Source: an optimization exercise on an open RTL-to-GDS flow (aim: small area, a short achievable clock period and few clock cycles per item). Production flows keep margins and buffers that such runs may drop. The RTL was checked by simulation tests, not by an equivalence proof against the original design. Power and IR drop assume default switching activity.

===== flow/run.sh =====
#!/bin/bash
# synth_recipe.tcl (not shown) runs the flow's synth.tcl, then flattens the netlist and writes it again
# the make line also repeats each setting of config.mk as NAME=value (left out here)
make -C /OpenROAD-flow-scripts/flow DESIGN_CONFIG=/design/flow/config.mk WORK_HOME=/design/flow/orfs CLKGATE_MAP_FILE= SYNTH_SCRIPT=/design/flow/synth_recipe.tcl finish

===== flow/config.mk =====
export PLATFORM = sky130hd
export DESIGN_NAME = alu_multicycle
export DESIGN_NICKNAME = alu_multicycle
export VERILOG_FILES = /design/flow/design.v
export SDC_FILE = /design/flow/constraint.sdc
export NUM_CORES = 4
export LEC_CHECK = 0
export CAP_MARGIN = 20
export CORE_MARGIN = 2
export CORE_UTILIZATION = 40
export SLEW_MARGIN = 20

===== flow/constraint.sdc =====
create_clock -name core_clock -period 5.5 [get_ports {clk}]
set_input_delay 1.1000 -clock core_clock [delete_from_list [all_inputs] [get_ports {clk}]]
set_output_delay 1.1000 -clock core_clock [all_outputs]
set_load 0.01 [all_outputs]

===== flow/design.v =====
module alu_multicycle #(
  parameter int WORD_SIZE = 32
) (
  input  logic                 clk,
  input  logic                 reset,
  input  logic                 start,
  input  logic [3:0]           alu_ctr,
  input  logic [WORD_SIZE-1:0] R2,
  input  logic [WORD_SIZE-1:0] R3,
  output logic [WORD_SIZE-1:0] alu_out,
  output logic [WORD_SIZE-1:0] hi_out,
  output logic                 zero,
  output logic                 div_zero,
  output logic                 busy,
  output logic                 done
);
  localparam int W   = WORD_SIZE;
  localparam int SHW = $clog2(W);
  localparam int CW  = $clog2(W) + 1;
  localparam logic [CW-1:0] CNT_ONE  = CW'(1);
  localparam logic [CW-1:0] CNT_FULL = CW'(W);
  localparam logic [3:0] OP_AND  = 4'b0000;
  localparam logic [3:0] OP_ADD  = 4'b0001;
  localparam logic [3:0] OP_SUB  = 4'b0010;
  localparam logic [3:0] OP_XOR  = 4'b0011;
  localparam logic [3:0] OP_NOR  = 4'b0100;
  localparam logic [3:0] OP_OR   = 4'b0101;
  localparam logic [3:0] OP_SLT  = 4'b0110;
  localparam logic [3:0] OP_SLTU = 4'b0111;
  localparam logic [3:0] OP_SLL  = 4'b1000;
  localparam logic [3:0] OP_SRL  = 4'b1001;
  localparam logic [3:0] OP_SRA  = 4'b1010;
  localparam logic [3:0] OP_MULU = 4'b1100;
  localparam logic [3:0] OP_DIVU = 4'b1101;
  typedef enum logic [1:0] {
    IDLE = 2'd0,
    MUL  = 2'd1,
    DIV  = 2'd2
  } state_t;
  state_t         state_q, state_d;
  logic [CW-1:0]  count_q, count_d;
  logic [2*W-1:0] mcand_q, mcand_d;
  logic [W-1:0]   mplier_q, mplier_d;
  logic [2*W-1:0] acc_q, acc_d;
  logic [W-1:0]   dvd_q, dvd_d;
  logic [W-1:0]   rem_q, rem_d;
  logic [W-1:0]   divisor_q, divisor_d;
  logic [W-1:0]   alu_out_q, alu_out_d;
  logic [W-1:0]   hi_out_q, hi_out_d;
  logic           zero_q, zero_d;
  logic           div_zero_q, div_zero_d;
  logic           done_q, done_d;
  logic [W-1:0]   single_res;
  logic [SHW-1:0] shamt;
  logic [2*W-1:0] mul_acc_nxt;
  logic [W:0]     div_rem_sh;
  logic [W:0]     div_diff;
  logic           div_qbit;
  logic [W-1:0]   div_rem_nxt;
  logic [W-1:0]   div_dvd_nxt;
  assign shamt = R3[SHW-1:0];
  always_comb begin
    single_res = '0;
    case (alu_ctr)
      OP_AND:  single_res = R2 & R3;
      OP_ADD:  single_res = R2 + R3;
      OP_SUB:  single_res = R2 - R3;
      OP_XOR:  single_res = R2 ^ R3;
      OP_NOR:  single_res = ~(R2 | R3);
      OP_OR:   single_res = R2 | R3;
      OP_SLT:  single_res = {{(W-1){1'b0}}, ($signed(R2) < $signed(R3))};
      OP_SLTU: single_res = {{(W-1){1'b0}}, (R2 < R3)};
      OP_SLL:  single_res = R2 << shamt;
      OP_SRL:  single_res = R2 >> shamt;
      OP_SRA:  single_res = $unsigned($signed(R2) >>> shamt);
      default: single_res = '0;
    endcase
  end
  always_comb begin
    mul_acc_nxt = mplier_q[0] ? (acc_q + mcand_q) : acc_q;
    div_rem_sh  = {rem_q, dvd_q[W-1]};
    div_diff    = div_rem_sh - {1'b0, divisor_q};
    div_qbit    = ~div_diff[W];
    div_rem_nxt = div_qbit ? div_diff[W-1:0] : div_rem_sh[W-1:0];
    div_dvd_nxt = {dvd_q[W-2:0], div_qbit};
  end
  always_comb begin
    state_d    = state_q;
    count_d    = count_q;
    mcand_d    = mcand_q;
    mplier_d   = mplier_q;
    acc_d      = acc_q;
    dvd_d      = dvd_q;
    rem_d      = rem_q;
    divisor_d  = divisor_q;
    alu_out_d  = alu_out_q;
    hi_out_d   = hi_out_q;
    zero_d     = zero_q;
    div_zero_d = div_zero_q;
    done_d     = 1'b0;
    case (state_q)
      IDLE: begin
        if (start) begin
          case (alu_ctr)
            OP_MULU: begin
              mcand_d  = {{W{1'b0}}, R2};
              mplier_d = R3;
              acc_d    = '0;
              count_d  = CNT_FULL;
              state_d  = MUL;
            end
            OP_DIVU: begin
              if (R3 == '0) begin
                alu_out_d  = '1;
                hi_out_d   = R2;
                zero_d     = 1'b0;
                div_zero_d = 1'b1;
                done_d     = 1'b1;
              end else begin
                dvd_d     = R2;
                divisor_d = R3;
                rem_d     = '0;
                count_d   = CNT_FULL;
                state_d   = DIV;
              end
            end
            default: begin
              alu_out_d  = single_res;
              hi_out_d   = '0;
              zero_d     = (single_res == '0);
              div_zero_d = 1'b0;
              done_d     = 1'b1;
            end
          endcase
        end
      end
      MUL: begin
        acc_d    = mul_acc_nxt;
        mcand_d  = mcand_q << 1;
        mplier_d = mplier_q >> 1;
        count_d  = count_q - CNT_ONE;
        if (count_q == CNT_ONE) begin
          alu_out_d  = mul_acc_nxt[W-1:0];
          hi_out_d   = mul_acc_nxt[2*W-1:W];
          zero_d     = (mul_acc_nxt[W-1:0] == '0);
          div_zero_d = 1'b0;
          done_d     = 1'b1;
          state_d    = IDLE;
        end
      end
      DIV: begin
        rem_d   = div_rem_nxt;
        dvd_d   = div_dvd_nxt;
        count_d = count_q - CNT_ONE;
        if (count_q == CNT_ONE) begin
          alu_out_d  = div_dvd_nxt;
          hi_out_d   = div_rem_nxt;
          zero_d     = (div_dvd_nxt == '0);
          div_zero_d = 1'b0;
          done_d     = 1'b1;
          state_d    = IDLE;
        end
      end
      default: state_d = IDLE;
    endcase
  end
  always_ff @(posedge clk) begin
    if (reset) begin
      state_q    <= IDLE;
      count_q    <= '0;
      mcand_q    <= '0;
      mplier_q   <= '0;
      acc_q      <= '0;
      dvd_q      <= '0;
      rem_q      <= '0;
      divisor_q  <= '0;
      alu_out_q  <= '0;
      hi_out_q   <= '0;
      zero_q     <= 1'b0;
      div_zero_q <= 1'b0;
      done_q     <= 1'b0;
    end else begin
      state_q    <= state_d;
      count_q    <= count_d;
      mcand_q    <= mcand_d;
      mplier_q   <= mplier_d;
      acc_q      <= acc_d;
      dvd_q      <= dvd_d;
      rem_q      <= rem_d;
      divisor_q  <= divisor_d;
      alu_out_q  <= alu_out_d;
      hi_out_q   <= hi_out_d;
      zero_q     <= zero_d;
      div_zero_q <= div_zero_d;
      done_q     <= done_d;
    end
  end
  assign alu_out  = alu_out_q;
  assign hi_out   = hi_out_q;
  assign zero     = zero_q;
  assign div_zero = div_zero_q;
  assign done     = done_q;
  assign busy     = (state_q != IDLE);
endmodule

==> summary.txt <==
[through the flow]
stage | setup TNS (ns) | cells
final | 0 | 5324
after floorplan | 0 | 4102
after CTS | 0 | 5323
after global placement | -0.00786 | 5243
after global routing | 0 | 5324
after detailed placement | 0 | 5243
[sequential cells by signal, indices dropped and copies added (netlist names), 32 cells and up]
signal     cells
dvd_q         32
divisor_q     32
mcand_q       64
rem_q         32
mplier_q      32
alu_out_q     32
acc_q         64
hi_out_q      32
[critical path: stages]
cell and delay [ns]:
clkdlybuf4s50_1 0.59, inv_1 0.12, ha_1 0.32, or3_1 0.34, nor4_2 0.19, o221ai_1 0.34, a2111oi_4 0.56, nor4_1 0.16
o41ai_2 0.47, a21oi_1 0.21, nor4_1 0.40, nand4_1 0.15, or3_1 0.38, o21ai_1 0.13
[layout make-up]
| cell class | instances | area share |
|---|---|---|
| Clock inverter | 26 | 0.00894 |
| Sequential cell | 331 | 0.182 |
| Tap cell | 1040 | 0.0356 |
| Multi-Input combinational cell | 3261 | 0.617 |
| Timing Repair Buffer | 439 | 0.106 |
| Clock buffer | 54 | 0.0328 |
| Antenna cell | 1 | 0.0000685 |
| Inverter | 172 | 0.0177 |
[where the power goes]
| group | switching [W] | internal, W | total [W] |
|---|---|---|---|
| sequential | 0.000114 | 0.00251 | 0.00263 |
| combinational | 0.00196 | 0.00115 | 0.00311 |
| clock | 0.00129 | 0.00177 | 0.00306 |
| total | 0.00337 | 0.00543 | 0.00880 |
[layer usage]
metal  share of wire  vias up
li1                -    15600
met1            0.41    16600
met2            0.43     1977
met3           0.096      431
met4           0.062       14
met5         0.00060        -
[logic make-up after synthesis]
kind of cell               after synthesis
AOI/OAI and AO/OA                     1344
xor gates and xnor gates                70
adders and majority gates              205
buffers and inverters                  510
DFF                                    331
muxes                                  263
and+or+nand+nor                       1379
[cell usage after synthesis (51+ instances only)]
cell,count,area [sq um]
dfxtp_1,331,6630
clkbuf_1,271,1020
mux4_2,65,1460
o21ai_0,148,741
inv_1,169,634
nor2_1,493,1850
a211oi_1,145,1090
mux2i_1,155,1550
nand3_1,117,586
a21o_1,80,601
nor3_1,79,395
ha_1,201,2510
a21oi_1,406,2030
o211ai_1,57,428
nand2_1,345,1290
a221oi_1,51,447
nand2b_1,56,350
[final timing paths]
kind,end,cells after the start,startpoint
worst max-delay path,zero_q$_SDFFE_PP0P_,14,R2[10]
worst max register to register,hi_out_q[22]$_SDFFE_PP0P_,13,acc_q[0]$_SDFFE_PP0P_
worst min-delay path,alu_out_q[25]$_SDFFE_PP0P_,2,alu_out_q[25]$_SDFFE_PP0P_
worst min register to register,alu_out_q[25]$_SDFFE_PP0P_,2,alu_out_q[25]$_SDFFE_PP0P_
==> impl_metrics.toml <==
[logic_synthesis]
synth_xor_area_frac = 0.0197
synthArstFlopShare = 0
synthesis.nets = 4378
synth_seq_area_share = 0.213
synth_cells = 4102
syn_area_sq_um = 31100
yosys_warnings = 1
synthMuxAreaShare = 0.116
avgSynthCellArea_sq_um = 7.59
synth_edf_count = 0
synth_compound_area_frac = 0.294
netlist-cell-type-count = 100
ys_ff_latch = 331
synthAdderAreaFrac = 0.0834
synth_top_flop_cell = "dfxtp_1"
synth_top_family_by_area = "compound AO/OA/AOI/OAI gates"
yosys.area_share.simple = 0.207

[floorplanning]
coreArea_sq_um = 77200
start_util = 0.403
die_width_um = 283
std_cell_rows = 102
io_pins = 139
die_area_sq_um = 80100
die_height_um = 283

[clock_network]
clock_latency_ns = 0.63
cts_resized = 0
cts_buffer_depth = 3
postCtsSetupRepairBufs = 0
root_buffer = "clkbuf_16"
clkSlewWorstSetupHoldPaths_ns = 0.06
numCtsBuffers = 43
cts_sinks = 331
ctsHoldBuffers = 0
tritoncts = "built"
htreeDepth = 2

[status]
status = "finished clean"

[global_routing]
grt_use_total = 0.359
grt.met3_usage = 0.0599
antenna_found_initial = 10
first_global_vias = 32000
met2_usage = 0.541
gr-total-overflow = 0
use_met1 = 0.488
grt_pass1_wl_um = 219000
busiest_layer = "met2"
grt_max_degree = 132

[route]
vias = 34600
remaining_drc_errors = 0
wl_um = 150000
avgViaCountPerCell = 6.50
drtPass1Iterations = 6
wl_per_cell_um = 28.1
first_iter_violations = 4408
ant_nets = 0

[timing]
clock.fmax_mhz = 202
rsz0062_at_grt = "false"
fin_skew_ns = 0.0354
holdWs_ns = 0.451
period_share = 0.899
hold_viol = 0
min_period_ns = 4.94
worst_pin_slew_ns = 1.10
slew_headroom = 0.267
setup_viol = 0
layout_setup_ws_ns = 0.557
drv_slew = 0

[placement]
place_area_sq_um = 35000
dp_slack_ns = 0.0328
place.gp.congestion = 1.07
dp.final_hpwl_um = 114000
numPortBuffers = 138

[pwr]
ir_drop_mv = 0.232
total_leakage_power_nw = 14.3
power_density_nw_per_um2 = 241
finalPower_w = 0.00880

[worst_hold_path]
hp-class = "flop to flop"

[worst_setup_path]
cp.arrival_ns = 5.48
setup.worst_path.start_class = "input pin"
path_class = "input pin to flop"
endpoint_kind = "flop"
rrSetupSlack_ns = 0.63
worstPathRequired_ns = 6.03
cp_max_fo = 3

[cells_and_area]
final_util = 0.473
num-fill-cells = 7834
nets = 4524
area_growth_pct = 17.3
seq_area_sq_um = 6630
multi_input_area_sq_um = 22500
layout_commonest_cell = "nor2_1"
drive_gt1_frac = 0.127
fin_area_sq_um = 36500
final_cell_mix = "nor2_1, a21oi_1, nand2_1"

[flow_run]
max_cap_viol_count = 0
Testbench counts, summed over its fixed seeds: cycles 42,688, ops 3,200.

==> separate check: timing with driven ports <==
In the flow no input, the clock included, has a driving cell. The finished layout below was timed again as built, in two steps. Step 1: set_driving_cell puts a clkbuf_16 on clk and a buf_2 on each other input, an assumption about the parent block. Step 2 times the ports against the registers' clock, not the clock port: input delays grow and output delays shrink by t, the midpoint of the rising clock arrivals with the driver on. Three values: ideal, step 1, step 2; two values: the first two.
t, ns: 0.683
slack for setup (ns): 0.557 / 0.600 / -0.083
worst setup path at the end: input to register
worst register clock-pin slew, ns: 0.07 / 0.07
With both steps, setup timing fails in this run, where it was met with ideal ports. For this run, drivers alone change the setup slack by +0.043 ns; drivers and shift together by -0.640 ns.
